This is an optimization exercise on Yosys and OpenROAD, whose aim is small area and few clock cycles per item, not a production implementation.
In this exercise RTL edits were held to simulation tests only and were not proved equivalent to the original.

<file path="design/flow/config.mk">
export PLATFORM = sky130hd
export DESIGN_NAME = invsqrt_top
export DESIGN_NICKNAME = invsqrt_top
export VERILOG_FILES = /design/flow/design.v
export SDC_FILE = /design/flow/constraint.sdc
export NUM_CORES = 4
export LEC_CHECK = 0
export CAP_MARGIN = 20
export CORE_MARGIN = 2
export CORE_UTILIZATION = 40
export SLEW_MARGIN = 20
</file>
<file path="design/flow/design.v">
package invsqrt_pkg;
    localparam int M1_W   = 23 + 1;
    localparam int A0_W   = M1_W + 2;
    localparam int A1_W   = (A0_W + 20) / 2;
    localparam int A3_W   = (A1_W + 21) / 2;
    localparam int A5_W   = A3_W / 2;
    localparam int Y_W    = 23 - 3;
    localparam int Z2_W   = A1_W + 21 - 7;
    localparam int A3Y2_W = A1_W + 21 - 5;
    localparam int A1Y1_W = A0_W + 20 - 5;
    localparam int A4Z2_W = A1_W + 21 - 10;
    localparam int ZG1_W  = A0_W + 20 - 9;
    localparam int A5Y_W  = A3_W - 6;
    localparam int A45_W  = A3_W - 2;
    localparam int ZT_W   = A3_W - 7;
    localparam int Z_W    = A1_W - 7;
    localparam int A3Y_W  = A1_W - 5;
    localparam int A1Y_W  = A0_W - 5;
    localparam int A4Z_W  = A1_W - 10;
    localparam int GRP_W  = A1_W - 1;
    localparam int ZG_W   = A0_W - 9;
    localparam int SUM_W  = A0_W + 1;
    localparam int RES_W  = M1_W + 1;
    typedef struct packed {
        logic                 sign;
        logic [8-1:0] exp;
        logic [23-1:0] man;
    } fp32_t;
    typedef struct packed {
        logic neg;
        logic zero;
        logic nan_zero_neg;
        logic pos_inf;
    } case_flags_t;
    typedef struct packed {
        logic [A0_W-1:0] a0;
        logic [A1_W-1:0] a1;
        logic [A1_W-1:0] a2;
        logic [A3_W-1:0] a3;
        logic [A3_W-1:0] a4;
        logic [A5_W-1:0] a5;
    } coef_t;
    typedef struct packed {
        case_flags_t          flags;
        logic                 above;
        logic [8-1:0] exp;
        coef_t                coef;
        logic [Y_W-1:0]       y;
    } unpack_t;
    typedef struct packed {
        case_flags_t          flags;
        logic                 above;
        logic [8-1:0] exp;
        logic [A0_W-1:0]      a0;
        logic [A1_W-1:0]      a2;
        logic [A3_W-1:0]      a4;
        logic [A5Y_W-1:0]     a5y;
        logic [A1Y1_W-1:0]    a1y_w;
        logic [Z2_W-1:0]      z_w;
        logic [A3Y2_W-1:0]    a3y_w;
    } prod_t;
    typedef struct packed {
        case_flags_t          flags;
        logic                 above;
        logic [8-1:0] exp;
        logic [A0_W-1:0]      a0;
        logic [A1_W-1:0]      a2;
        logic [A45_W-1:0]     a45;
        logic [A1Y_W-1:0]     a1y;
        logic [Z_W-1:0]       z;
        logic [ZT_W-1:0]      z_top;
        logic [A3Y_W-1:0]     a3y;
    } inner_t;
    typedef struct packed {
        case_flags_t          flags;
        logic                 above;
        logic [8-1:0] exp;
        logic [A0_W-1:0]      a0;
        logic [A1Y_W-1:0]     a1y;
        logic [Z_W-1:0]       z;
        logic [GRP_W-1:0]     grp;
    } group_t;
    typedef struct packed {
        case_flags_t          flags;
        logic                 above;
        logic [8-1:0] exp;
        logic [A0_W-1:0]      a0;
        logic [A1Y_W-1:0]     a1y;
        logic [ZG_W-1:0]      zg;
    } sum_in_t;
    typedef struct packed {
        fp32_t word;
        logic  invalid_op;
        logic  divide_by_zero;
    } result_t;
    localparam int UNPACK_BITS = 4 + 1 + 8 + A0_W + 2*A1_W + 2*A3_W + A5_W + Y_W;
    localparam int PROD_BITS   = 4 + 1 + 8 + A0_W + A1_W + A3_W + A5Y_W + A1Y1_W + Z2_W + A3Y2_W;
    localparam int INNER_BITS  = 4 + 1 + 8 + A0_W + A1_W + A45_W + A1Y_W + Z_W + ZT_W + A3Y_W;
    localparam int GROUP_BITS  = 4 + 1 + 8 + A0_W + A1Y_W + Z_W + GRP_W;
    localparam int SUM_BITS    = 4 + 1 + 8 + A0_W + A1Y_W + ZG_W;
    localparam int RESULT_BITS = 1 + 8 + 23 + 2;
    function automatic logic [63:0] rne_round(input logic [63:0] val, input integer drop);
        logic [63:0] kept;
        logic [63:0] rest_mask;
        logic        round_bit;
        logic        sticky;
        kept      = val >> drop;
        round_bit = val[drop-1];
        rest_mask = (64'd1 << (drop - 1)) - 64'd1;
        sticky    = |(val & rest_mask);
        rne_round = kept + {63'd0, round_bit & (sticky | kept[0])};
    endfunction
endpackage
`timescale 1ns/1ps
module invsqrt_coef_rom (
    input  logic       i_odd_exp,
    input  logic [2:0] i_seg,
    output invsqrt_pkg::coef_t      o_coef
);
    always_comb begin
        if (!i_odd_exp) begin
            case (i_seg)
                3'd0: o_coef = {26'h3e16d09, 23'h3a6fd3, 23'h293fe0, 22'h102d21, 22'h0d5257, 11'h169};
                3'd1: o_coef = {26'h3abafd5, 23'h31750b, 23'h1f3c73, 22'h0af5c5, 22'h081369, 11'h0c4};
                3'd2: o_coef = {26'h37dd20b, 23'h2a9019, 23'h185257, 22'h07b89e, 22'h0525bf, 11'h071};
                3'd3: o_coef = {26'h3561336, 23'h25223a, 23'h135fc5, 22'h059d9d, 22'h036b12, 11'h044};
                3'd4: o_coef = {26'h3333333, 23'h20c49c, 23'h0fba88, 22'h0431be, 22'h02594c, 11'h02b};
                3'd5: o_coef = {26'h314468c, 23'h1d3205, 23'h0cf9c9, 22'h033432, 22'h01a949, 11'h01c};
                3'd6: o_coef = {26'h2f89bad, 23'h1a3a55, 23'h0ada58, 22'h027eb3, 22'h013457, 11'h013};
                default: begin
                    o_coef = {26'h2dfa9cf, 23'h17bb28, 23'h092fac, 22'h01f9bc, 22'h00e466, 11'h00d};
                end
            endcase
        end else begin
            case (i_seg)
                3'd0: o_coef = {26'h2be754d, 23'h295232, 23'h1d2af6, 22'h0b7038, 22'h096b7a, 11'h0ff};
                3'd1: o_coef = {26'h298757d, 23'h22f8b6, 23'h161658, 22'h07bffb, 22'h05b5e1, 11'h08a};
                3'd2: o_coef = {26'h27806ca, 23'h1e18b4, 23'h1132b0, 22'h0575ae, 22'h03a3c9, 11'h050};
                3'd3: o_coef = {26'h25bec19, 23'h1a41eb, 23'h0db316, 22'h03f88c, 22'h026ac5, 11'h030};
                3'd4: o_coef = {26'h243430a, 23'h172ba4, 23'h0b1f30, 22'h02f740, 22'h01a92e, 11'h01f};
                3'd5: o_coef = {26'h22d651f, 23'h14a4ee, 23'h092cdc, 22'h0243f7, 22'h012cb9, 11'h014};
                3'd6: o_coef = {26'h219d4c6, 23'h128bc0, 23'h07ac96, 22'h01c3a1, 22'h00da07, 11'h00e};
                default: begin
                    o_coef = {26'h2083149, 23'h10c7c9, 23'h067ee2, 22'h01659c, 22'h00a180, 11'h009};
                end
            endcase
        end
    end
endmodule
`timescale 1ns/1ps
module invsqrt_unpack (
    input  invsqrt_pkg::fp32_t   i_x,
    output invsqrt_pkg::unpack_t o_stage
);
    localparam int BIAS    = (1 << (8 - 1)) - 1;
    localparam int EXP_SUM = 3 * BIAS - 1;
    invsqrt_pkg::fp32_t                x;
    logic                 exp_ones;
    logic                 man_zero;
    invsqrt_pkg::case_flags_t          flags;
    logic [8+1:0] exp_diff;
    logic                 above;
    logic [invsqrt_pkg::Y_W-2:0]       man_low;
    logic [invsqrt_pkg::Y_W-1:0]       y;
    invsqrt_pkg::coef_t                coef;
    assign x = (i_x.exp == '0 && i_x.man != '0) ? '0 : i_x;
    assign exp_ones = (x.exp == '1);
    assign man_zero = (x.man == '0);
    assign flags.neg          = x.sign && ((exp_ones && man_zero) || (x.exp != '0 && !exp_ones));
    assign flags.zero         = (x.exp == '0) && man_zero;
    assign flags.nan_zero_neg = (exp_ones && !man_zero) || flags.zero || flags.neg;
    assign flags.pos_inf      = !x.sign && exp_ones && man_zero;
    assign exp_diff = (8+2)'(EXP_SUM) - {2'b00, x.exp};
    assign above   = x.man[23-4];
    assign man_low = x.man[23-5:0];
    assign y = above ? {1'b0, man_low} : ({1'b1, {(invsqrt_pkg::Y_W-1){1'b0}}} - {1'b0, man_low});
    invsqrt_coef_rom u_coef_rom (
        .i_odd_exp (!x.exp[0]),
        .i_seg     (x.man[23-1 -: 3]),
        .o_coef    (coef)
    );
    assign o_stage.flags = flags;
    assign o_stage.above = above;
    assign o_stage.exp = exp_diff[8:1];
    assign o_stage.coef = coef;
    assign o_stage.y = y;
endmodule
`timescale 1ns/1ps
module pipe_stage #(
    parameter int W = 1
) (
    input  logic     i_clk,
    input  logic     i_arst_n,
    input  logic     i_valid,
    output logic     o_ready,
    input  logic [W-1:0] i_data,
    output logic     o_valid,
    input  logic     i_ready,
    output logic [W-1:0] o_data
);
    logic     full_q;
    logic [W-1:0] data_q;
    assign o_ready = !full_q || i_ready;
    assign o_valid = full_q;
    assign o_data  = data_q;
    always_ff @(posedge i_clk or negedge i_arst_n) begin
        if (!i_arst_n) begin
            full_q <= 1'b0;
        end else if (o_ready) begin
            full_q <= i_valid;
        end
    end
    always_ff @(posedge i_clk) begin
        if (o_ready && i_valid) begin
            data_q <= i_data;
        end
    end
endmodule
`timescale 1ns/1ps
module invsqrt_taylor (
    input  logic    i_clk,
    input  logic    i_arst_n,
    input  logic    i_valid,
    output logic    o_ready,
    input  invsqrt_pkg::unpack_t i_stage,
    output logic    o_valid,
    input  logic    i_ready,
    output invsqrt_pkg::sum_in_t o_stage
);
    invsqrt_pkg::prod_t              prod_d;
    invsqrt_pkg::prod_t              prod_q;
    invsqrt_pkg::inner_t             inner_d;
    invsqrt_pkg::inner_t             inner_q;
    invsqrt_pkg::group_t             group_d;
    invsqrt_pkg::group_t             group_q;
    invsqrt_pkg::sum_in_t            sum_d;
    logic               s2_valid;
    logic               s3_valid;
    logic               s4_valid;
    logic               s3_ready;
    logic               s4_ready;
    logic               s5_ready;
    logic [invsqrt_pkg::A3_W-4:0]    y_hi;
    logic [invsqrt_pkg::A5_W-4:0]    y_a5;
    logic [invsqrt_pkg::A45_W-1:0]   a4_lo;
    logic [invsqrt_pkg::A4Z2_W-1:0]  a4z_w;
    logic [invsqrt_pkg::A4Z_W-1:0]   a4z;
    logic [invsqrt_pkg::GRP_W-1:0]   a2_a4z;
    logic [invsqrt_pkg::ZG1_W-1:0]   zg_w;
    assign y_hi = i_stage.y[invsqrt_pkg::Y_W-1 -: invsqrt_pkg::A3_W-3];
    assign y_a5 = i_stage.y[invsqrt_pkg::Y_W-1 -: invsqrt_pkg::A5_W-3];
    assign prod_d.flags = i_stage.flags;
    assign prod_d.above = i_stage.above;
    assign prod_d.exp = i_stage.exp;
    assign prod_d.a0 = i_stage.coef.a0;
    assign prod_d.a2 = i_stage.coef.a2;
    assign prod_d.a4 = i_stage.coef.a4;
    assign prod_d.a5y = invsqrt_pkg::A5Y_W'(i_stage.coef.a5) * invsqrt_pkg::A5Y_W'(y_a5);
    assign prod_d.a1y_w = invsqrt_pkg::A1Y1_W'(i_stage.coef.a1) * invsqrt_pkg::A1Y1_W'(i_stage.y);
    assign prod_d.z_w = invsqrt_pkg::Z2_W'(y_hi) * invsqrt_pkg::Z2_W'(y_hi);
    assign prod_d.a3y_w = invsqrt_pkg::A3Y2_W'(i_stage.coef.a3) * invsqrt_pkg::A3Y2_W'(y_hi);
    pipe_stage #(.W(invsqrt_pkg::PROD_BITS)) u_stage2 (
        .i_clk    (i_clk),
        .i_arst_n (i_arst_n),
        .i_valid  (i_valid),
        .o_ready  (o_ready),
        .i_data   (prod_d),
        .o_valid  (s2_valid),
        .i_ready  (s3_ready),
        .o_data   (prod_q)
    );
    assign a4_lo = prod_q.a4[invsqrt_pkg::A45_W-1:0];
    assign inner_d.flags = prod_q.flags;
    assign inner_d.above = prod_q.above;
    assign inner_d.exp = prod_q.exp;
    assign inner_d.a0 = prod_q.a0;
    assign inner_d.a2 = prod_q.a2;
    assign inner_d.a45 = prod_q.above ? a4_lo - invsqrt_pkg::A45_W'(prod_q.a5y) : a4_lo + invsqrt_pkg::A45_W'(prod_q.a5y);
    assign inner_d.a1y = invsqrt_pkg::A1Y_W'(invsqrt_pkg::rne_round(64'(prod_q.a1y_w), 20));
    assign inner_d.z = invsqrt_pkg::Z_W'(invsqrt_pkg::rne_round(64'(prod_q.z_w), 21));
    assign inner_d.z_top = prod_q.z_w[invsqrt_pkg::Z2_W-1 -: invsqrt_pkg::ZT_W];
    assign inner_d.a3y = invsqrt_pkg::A3Y_W'(invsqrt_pkg::rne_round(64'(prod_q.a3y_w), 21));
    pipe_stage #(.W(invsqrt_pkg::INNER_BITS)) u_stage3 (
        .i_clk    (i_clk),
        .i_arst_n (i_arst_n),
        .i_valid  (s2_valid),
        .o_ready  (s3_ready),
        .i_data   (inner_d),
        .o_valid  (s3_valid),
        .i_ready  (s4_ready),
        .o_data   (inner_q)
    );
    assign a4z_w  = invsqrt_pkg::A4Z2_W'(inner_q.a45) * invsqrt_pkg::A4Z2_W'(inner_q.z_top);
    assign a4z    = invsqrt_pkg::A4Z_W'(invsqrt_pkg::rne_round(64'(a4z_w), 21));
    assign a2_a4z = inner_q.a2[invsqrt_pkg::GRP_W-1:0] + invsqrt_pkg::GRP_W'(a4z);
    assign group_d.flags = inner_q.flags;
    assign group_d.above = inner_q.above;
    assign group_d.exp = inner_q.exp;
    assign group_d.a0 = inner_q.a0;
    assign group_d.a1y = inner_q.a1y;
    assign group_d.z = inner_q.z;
    assign group_d.grp = inner_q.above ? a2_a4z - invsqrt_pkg::GRP_W'(inner_q.a3y) : a2_a4z + invsqrt_pkg::GRP_W'(inner_q.a3y);
    pipe_stage #(.W(invsqrt_pkg::GROUP_BITS)) u_stage4 (
        .i_clk    (i_clk),
        .i_arst_n (i_arst_n),
        .i_valid  (s3_valid),
        .o_ready  (s4_ready),
        .i_data   (group_d),
        .o_valid  (s4_valid),
        .i_ready  (s5_ready),
        .o_data   (group_q)
    );
    assign zg_w = invsqrt_pkg::ZG1_W'(group_q.z) * invsqrt_pkg::ZG1_W'(group_q.grp);
    assign sum_d.flags = group_q.flags;
    assign sum_d.above = group_q.above;
    assign sum_d.exp = group_q.exp;
    assign sum_d.a0 = group_q.a0;
    assign sum_d.a1y = group_q.a1y;
    assign sum_d.zg = invsqrt_pkg::ZG_W'(invsqrt_pkg::rne_round(64'(zg_w), 20));
    pipe_stage #(.W(invsqrt_pkg::SUM_BITS)) u_stage5 (
        .i_clk    (i_clk),
        .i_arst_n (i_arst_n),
        .i_valid  (s4_valid),
        .o_ready  (s5_ready),
        .i_data   (sum_d),
        .o_valid  (o_valid),
        .i_ready  (i_ready),
        .o_data   (o_stage)
    );
endmodule
`timescale 1ns/1ps
module invsqrt_pack (
    input  invsqrt_pkg::sum_in_t i_stage,
    output invsqrt_pkg::fp32_t   o_result,
    output logic    o_invalid_op,
    output logic    o_divide_by_zero
);
    logic [invsqrt_pkg::SUM_W-1:0]     sum_w;
    logic [invsqrt_pkg::RES_W-1:0]     sum;
    logic [8-1:0] exp_up;
    logic [8-1:0] exp_dn;
    invsqrt_pkg::fp32_t                norm;
    assign sum_w = i_stage.above
        ? invsqrt_pkg::SUM_W'(i_stage.a0) - invsqrt_pkg::SUM_W'(i_stage.a1y) + invsqrt_pkg::SUM_W'(i_stage.zg)
        : invsqrt_pkg::SUM_W'(i_stage.a0) + invsqrt_pkg::SUM_W'(i_stage.a1y) + invsqrt_pkg::SUM_W'(i_stage.zg);
    assign sum = invsqrt_pkg::RES_W'(invsqrt_pkg::rne_round(64'(sum_w), 2));
    assign exp_up = i_stage.exp + 8'(1);
    assign exp_dn = i_stage.exp - 8'(1);
    always_comb begin
        norm.sign = 1'b0;
        if (sum[invsqrt_pkg::RES_W-1]) begin
            norm.exp = exp_up;
            norm.man = sum[invsqrt_pkg::RES_W-2:1];
        end else if (sum[invsqrt_pkg::RES_W-2]) begin
            norm.exp = i_stage.exp;
            norm.man = sum[invsqrt_pkg::RES_W-3:0];
        end else begin
            norm.exp = exp_dn;
            norm.man = {sum[invsqrt_pkg::RES_W-4:0], 1'b0};
        end
    end
    always_comb begin
        if (i_stage.flags.nan_zero_neg) begin
            o_result = 32'h7FC0_0000;
        end else if (i_stage.flags.pos_inf) begin
            o_result = '0;
        end else begin
            o_result = norm;
        end
    end
    assign o_invalid_op     = i_stage.flags.neg;
    assign o_divide_by_zero = i_stage.flags.zero;
endmodule
`timescale 1ns/1ps
module invsqrt_top (
    input  logic  i_clk,
    input  logic  i_arst_n,
    input  logic  i_valid,
    output logic  o_ready,
    input  logic [31:0] i_x,
    output logic  o_valid,
    input  logic  i_ready,
    output logic [31:0] o_result,
    output logic  o_invalid_op,
    output logic  o_divide_by_zero
);
    invsqrt_pkg::unpack_t unpack_d;
    invsqrt_pkg::unpack_t unpack_q;
    logic    s1_valid;
    logic    taylor_ready;
    invsqrt_pkg::sum_in_t sum_q;
    logic    sum_valid;
    logic    out_ready;
    invsqrt_pkg::fp32_t   pack_result;
    logic    pack_invalid;
    logic    pack_div0;
    invsqrt_unpack u_unpack (
        .i_x     (i_x),
        .o_stage (unpack_d)
    );
    pipe_stage #(.W(invsqrt_pkg::UNPACK_BITS)) u_stage1 (
        .i_clk    (i_clk),
        .i_arst_n (i_arst_n),
        .i_valid  (i_valid),
        .o_ready  (o_ready),
        .i_data   (unpack_d),
        .o_valid  (s1_valid),
        .i_ready  (taylor_ready),
        .o_data   (unpack_q)
    );
    invsqrt_taylor u_taylor (
        .i_clk    (i_clk),
        .i_arst_n (i_arst_n),
        .i_valid  (s1_valid),
        .o_ready  (taylor_ready),
        .i_stage  (unpack_q),
        .o_valid  (sum_valid),
        .i_ready  (out_ready),
        .o_stage  (sum_q)
    );
    invsqrt_pack u_pack (
        .i_stage          (sum_q),
        .o_result         (pack_result),
        .o_invalid_op     (pack_invalid),
        .o_divide_by_zero (pack_div0)
    );
    pipe_stage #(.W(invsqrt_pkg::RESULT_BITS)) u_stage6 (
        .i_clk    (i_clk),
        .i_arst_n (i_arst_n),
        .i_valid  (sum_valid),
        .o_ready  (out_ready),
        .i_data   ({pack_result, pack_invalid, pack_div0}),
        .o_valid  (o_valid),
        .i_ready  (i_ready),
        .o_data   ({o_result, o_invalid_op, o_divide_by_zero})
    );
endmodule
</file>
<file path="design/flow/run.sh">
#!/bin/bash
# synth_recipe.tcl (not shown) runs the flow's synth.tcl, then flattens the netlist and writes it again
# the make line also repeats each setting of config.mk as NAME=value (left out here)
make -C /OpenROAD-flow-scripts/flow DESIGN_CONFIG=/design/flow/config.mk WORK_HOME=/design/flow/orfs CLKGATE_MAP_FILE= SYNTH_SCRIPT=/design/flow/synth_recipe.tcl finish
</file>
<file path="design/flow/constraint.sdc">
create_clock -name core_clock -period 10.5 [get_ports {i_clk}]
set_input_delay 2.1000 -clock core_clock [delete_from_list [all_inputs] [get_ports {i_clk}]]
set_output_delay 2.1000 -clock core_clock [all_outputs]
set_load 0.01 [all_outputs]
</file>
==> tab_implementation.tex <==
\begin{tabular}{lr}
\hline
Metric & Value \\
\hline
\multicolumn{2}{l}{\textbf{Worst setup path}} \\
CP max stage cell & sky130\_fd\_sc\_hd\_\_fa\_1 \\
Critical path endpoint category & register \\
Biggest cell delay along the critical path & 560 ps \\
Start of the worst register-to-register path & u\_taylor.u\_stage3.data\_q[75] \\
FF-to-FF path depth & between 40 and 50 \\
Worst setup SP type & register \\
Required time reported for the critical path endpoint & 10,960 ps \\
Capturing point of the worst reg2reg path & u\_taylor.u\_stage4.data\_q[21] \\
Critical path peak fanout & 14 \\
Register-to-register setup slack & between 400 and 500 ps \\
Data arrival time at the worst-slack endpoint & between 10,000 and 15,000 ps \\
Classification of the worst setup path & reg -> reg \\
\multicolumn{2}{l}{\textbf{CTS}} \\
Inserted Clock Buffers & 86 \\
Clock transition at the registers of the reported paths & roughly 60 ps \\
Level count of the clock H-tree & 3 \\
CTS Hold Bufs & 0 \\
CTS sink count & $\sim$720 \\
Max clock buf depth & 3 \\
Clock root buffer master & sky130\_fd\_sc\_hd\_\_clkbuf\_16 \\
Latest clock arrival within the worst-skew pair & about 700 ps \\
Clock tree from TritonCTS & built \\
\multicolumn{2}{l}{\textbf{Hold path}} \\
Startpoint of the lowest-slack hold path & u\_taylor.u\_stage2.data\_q[171] \\
Hold path cells & 0 \\
Path category of the worst min-delay check & reg -> reg \\
Worst min-delay path endpoint & u\_taylor.u\_stage3.data\_q[106] \\
\multicolumn{2}{l}{\textbf{Floorplan}} \\
Die ar. & $\sim$0.24 mm\^{}2 \\
X dimension of the die & between 400 and 500 um \\
Total number of placement rows & around 180 \\
Core Box Area & around 0.23 mm\^{}2 \\
DIE HEIGHT & just under 500 um \\
I/O pin count & between 70 and 80 \\
Initial core utilization & 0.402 \\
\multicolumn{2}{l}{\textbf{Yosys}} \\
Synthesized net count & about 12,000 \\
Simple-gate area share of the yosys netlist & 0.141 \\
Compound-gate portion of the synthesized area & 0.0722 \\
Mapped cell area & 0.0944 mm\^{}2 \\
Count of synthesis-stage warnings from yosys & 9 \\
Multiplexer share of the synthesized area & 0.00521 \\
Post-synthesis xor/xnor area fraction & 0.0380 \\
Part of the Yosys area used for sequential elements & 0.230 \\
Async set or reset register ratio after synthesis & 0.00829 \\
Cell count after synthesis & $\sim$9,600 \\
Post-synth top flop & sky130\_fd\_sc\_hd\_\_edfxtp\_1 \\
Count of distinct cell types in the synthesized netlist & 97 \\
Adder and majority gate portion of the synthesized area & 0.422 \\
Mean instance size in the synthesized netlist & around 9.8 um\^{}2 \\
Combinational family with the most area after synthesis & adder cells \\
Number of enable flip-flop cells after synthesis & 718 \\
Number of synthesized register bits & between 700 and 800 \\
\multicolumn{2}{l}{\textbf{Global routing}} \\
Vias in the first global route & approximately 70,000 \\
Pin count of the biggest net entering global routing & 82 \\
Wire length of the first global-routing pass & approximately 400,000 um \\
GR Util All Layers & 0.212 \\
Initial antenna violation count & 9 \\
GR Overflow Total & 0 \\
\multicolumn{2}{l}{\textbf{Layout}} \\
Synthesis-to-finish area growth & 9.10\% \\
Count of filler cells inserted in the layout & 22,485 \\
Post-layout utilization of the core & 0.438 \\
Net count reported at finish & about 12,000 \\
Number of cells in the finished layout apart from fillers & $\sim$13,000 \\
Fraction of final layout cells with drive strength greater than 1 & 0.0527 \\
Summed area of non-filler cells in the final layout & 0.103 mm\^{}2 \\
\multicolumn{2}{l}{\textbf{STA}} \\
Period Utilization, post-route & 0.960 \\
Pin slew with the least headroom to its limit & about 1300 ps \\
Maximum operating frequency & 0.0992 GHz \\
Final slew viol count & 0 \\
Endpoints failing hold & 0 \\
Total negative setup slack & 0 ps \\
Worst Clk Skew & 55.7 ps \\
Total of endpoints with negative setup slack in the final report & 0 \\
Clock period minus final worst setup slack & 10,080 ps \\
Worst-case headroom to the max-slew limit & 0.115 \\
\multicolumn{2}{l}{\textbf{Routing}} \\
\# DRC & 0 \\
DR iter-0 viols & 4,181 \\
Final routed wirelength across all metal layers & approximately 250,000 um \\
Wire per inst & between 15 and 20 um \\
Number of detailed-route iterations in the first pass & 6 \\
Final antenna-violating net count & 0 \\
Routed via count & between 60,000 and 70,000 \\
Vias/cell & slightly above 5 \\
\multicolumn{2}{l}{\textbf{Place}} \\
Final Wtd Congestion & about 0.95 \\
Detailed placement HPWL & 197,000 um \\
Placed Cells & roughly 13,000 \\
Buffers added on ports & 70 \\
Area of placed instances & 0.0997 mm\^{}2 \\
\multicolumn{2}{l}{\textbf{Job}} \\
Total of max-cap violations & 0 \\
\multicolumn{2}{l}{\textbf{Outcome}} \\
Outcome & no timing/DRC/antenna violations \\
\hline
\end{tabular}
worst max-delay path, delay by kind of cell (launching register included):
| kind | cells | cell delay (ps) |
|---|---|---|
| compound gates | 22 | 3550 |
| xor+xnor | 2 | 180 |
| fa+ha+maj | 10 | 4170 |
| buf+inv | 6 | 530 |
| flops | 1 | 400 |
| simple gates | 5 | 1020 |
placed cells by master, fill, tap and decap left out, drive strengths merged, types with 39 or more instances in the layout:
master and n:
nand3 93, nand2b 50, a21oi 331, o21bai 40
nand2 1273, clkdlybuf4s50 70, nor2 350, ha 758
o21ai 177, buf 274, nor2b 40, inv 1895
and2 719, fa 1515, xor2 121, a211oi 40
and3 39, xnor2 284, a21o 134, nor3 79
clkbuf 98, edfxtp 718, a31oi 45
routing by layer:
| metal | global-route usage | vias to the layer above | wire length (um) |
|---|---|---|---|
| met3 | 0.0340 | 386 | 15600 |
| li1 | - | 30177 | - |
| met1 | 0.290 | 33839 | 110000 |
| met5 | 0 | - | 29 |
| met4 | 0.0656 | 4 | 8090 |
| met2 | 0.345 | 1921 | 115000 |
how the worst max path moves through the flow:
stage	end	from	slack (ps)	depth (start not counted)
detailed placement	u_taylor.u_stage4.data_q[21]	u_taylor.u_stage3.data_q[18]	-410	46
global route	u_taylor.u_stage4.data_q[21]	u_taylor.u_stage3.data_q[21]	-100	45
CTS	u_taylor.u_stage4.data_q[21]	u_taylor.u_stage3.data_q[18]	0.5	47
floorplan	u_taylor.u_stage4.data_q[21]	u_taylor.u_stage3.data_q[18]	230	50
finish	u_taylor.u_stage4.data_q[21]	u_taylor.u_stage3.data_q[75]	420	45
global placement	u_taylor.u_stage4.data_q[21]	u_taylor.u_stage3.data_q[18]	-540	46
cells in the mapped netlist (17+ instances only):
master                     number  share of area
sky130_fd_sc_hd__o22ai_1       17         0.0011
sky130_fd_sc_hd__nor4_1        34         0.0023
sky130_fd_sc_hd__nand2_1     1273          0.051
sky130_fd_sc_hd__inv_1       1883          0.075
sky130_fd_sc_hd__xnor2_1      284          0.026
sky130_fd_sc_hd__fa_1        1515           0.32
sky130_fd_sc_hd__a31oi_1       45         0.0030
sky130_fd_sc_hd__edfxtp_1     718           0.23
sky130_fd_sc_hd__nor2b_1       40         0.0026
sky130_fd_sc_hd__and3_1        39         0.0026
sky130_fd_sc_hd__clkbuf_1     391          0.016
sky130_fd_sc_hd__nor3_1        77         0.0041
sky130_fd_sc_hd__nor2_1       349          0.014
sky130_fd_sc_hd__nand4_1       33         0.0022
sky130_fd_sc_hd__or3_1         20         0.0013
sky130_fd_sc_hd__o21ai_0      168         0.0089
sky130_fd_sc_hd__xor2_1       119          0.011
sky130_fd_sc_hd__and2_1       719          0.048
sky130_fd_sc_hd__ha_1         758           0.10
sky130_fd_sc_hd__nand3_1       93         0.0049
sky130_fd_sc_hd__mux2i_1       30         0.0032
sky130_fd_sc_hd__a21boi_0      20         0.0016
sky130_fd_sc_hd__o31ai_1       26         0.0021
sky130_fd_sc_hd__a21o_1       134          0.011
sky130_fd_sc_hd__o211ai_1      30         0.0024
sky130_fd_sc_hd__o21a_1        34         0.0027
sky130_fd_sc_hd__a21oi_1      330          0.017
sky130_fd_sc_hd__o21bai_1      40         0.0032
sky130_fd_sc_hd__nand2b_1      50         0.0033
sky130_fd_sc_hd__a211oi_1      38         0.0030
kinds of logic after synthesis:
group                    after synthesis
XOR/XNOR                             406
multiplexers                          46
adder cells (fa/ha/maj)             2273
other                                  1
AO/OA/AOI/OAI                       1050
flip-flops                           724
buffers and inverters               2303
AND/OR/NAND/NOR                     2795
registers in the layout (all words and copies together), names as in the netlist:
signal / flops
u_stage6.full_q: 1
u_taylor.u_stage5.full_q: 1
u_taylor.u_stage4.data_q: 97
u_stage6.data_q: 33
u_taylor.u_stage4.full_q: 1
u_taylor.u_stage3.data_q: 150
u_stage1.data_q: 150
u_taylor.u_stage2.data_q: 212
u_stage1.full_q: 1
u_taylor.u_stage5.data_q: 76
u_taylor.u_stage2.full_q: 1
u_taylor.u_stage3.full_q: 1
area by class of cell:
class	count	area (um^2)	share of cell area
inverters	1884	7070	0.0686
well taps	3150	3940	0.0383
repair buffers	344	2940	0.0286
flip-flops and latches	724	21700	0.211
clock inverters	59	825	0.00800
multi-input cells	6571	64300	0.624
diodes	6	15.0	0.000146
clock buffers	98	2200	0.0213
metrics by stage:
stage	worst slack (ps)	hold WS, ps
6_report	416	410
5_1_grt	-101	411
4_1_cts	0.477	407
3_5_place_dp	-411	405
3_3_place_gp	-540	402
2_1_floorplan	227	400
repair_timing:
item / CTS / global route
buffers inserted: 0 / 9
pin swaps: 4 / 31
resized for setup: 8 / 49
endpoints found under the setup margin: 7 / 11
Testbench counts, summed over its fixed seeds: cycles 32,048, items 32,000.

what the ideal ports hide:
The flow's constraints put no driver on any port. The routed layout listed below was extracted and timed again, unchanged, in two steps.
Step 1, drivers: a clkbuf_16 drives i_clk and a buf_2 each remaining input, both assumed.
Step 2 times the ports against the registers' clock, not the clock port: input delays grow and output delays shrink by t, the midpoint of the rising clock arrivals with the driver on.
Three values: no drivers, after step 1, after step 2; two values: the first two.
shift t [ns]: 0.788
slack for setup (ns): 0.416 / 0.416 / 0.416
latest minus earliest clock arrival (ns): 0.075 / 0.074
After both steps setup and hold are still met in this run. The setup slack of this run moves by 0.000 ns with the drivers and by 0.000 ns with both steps.
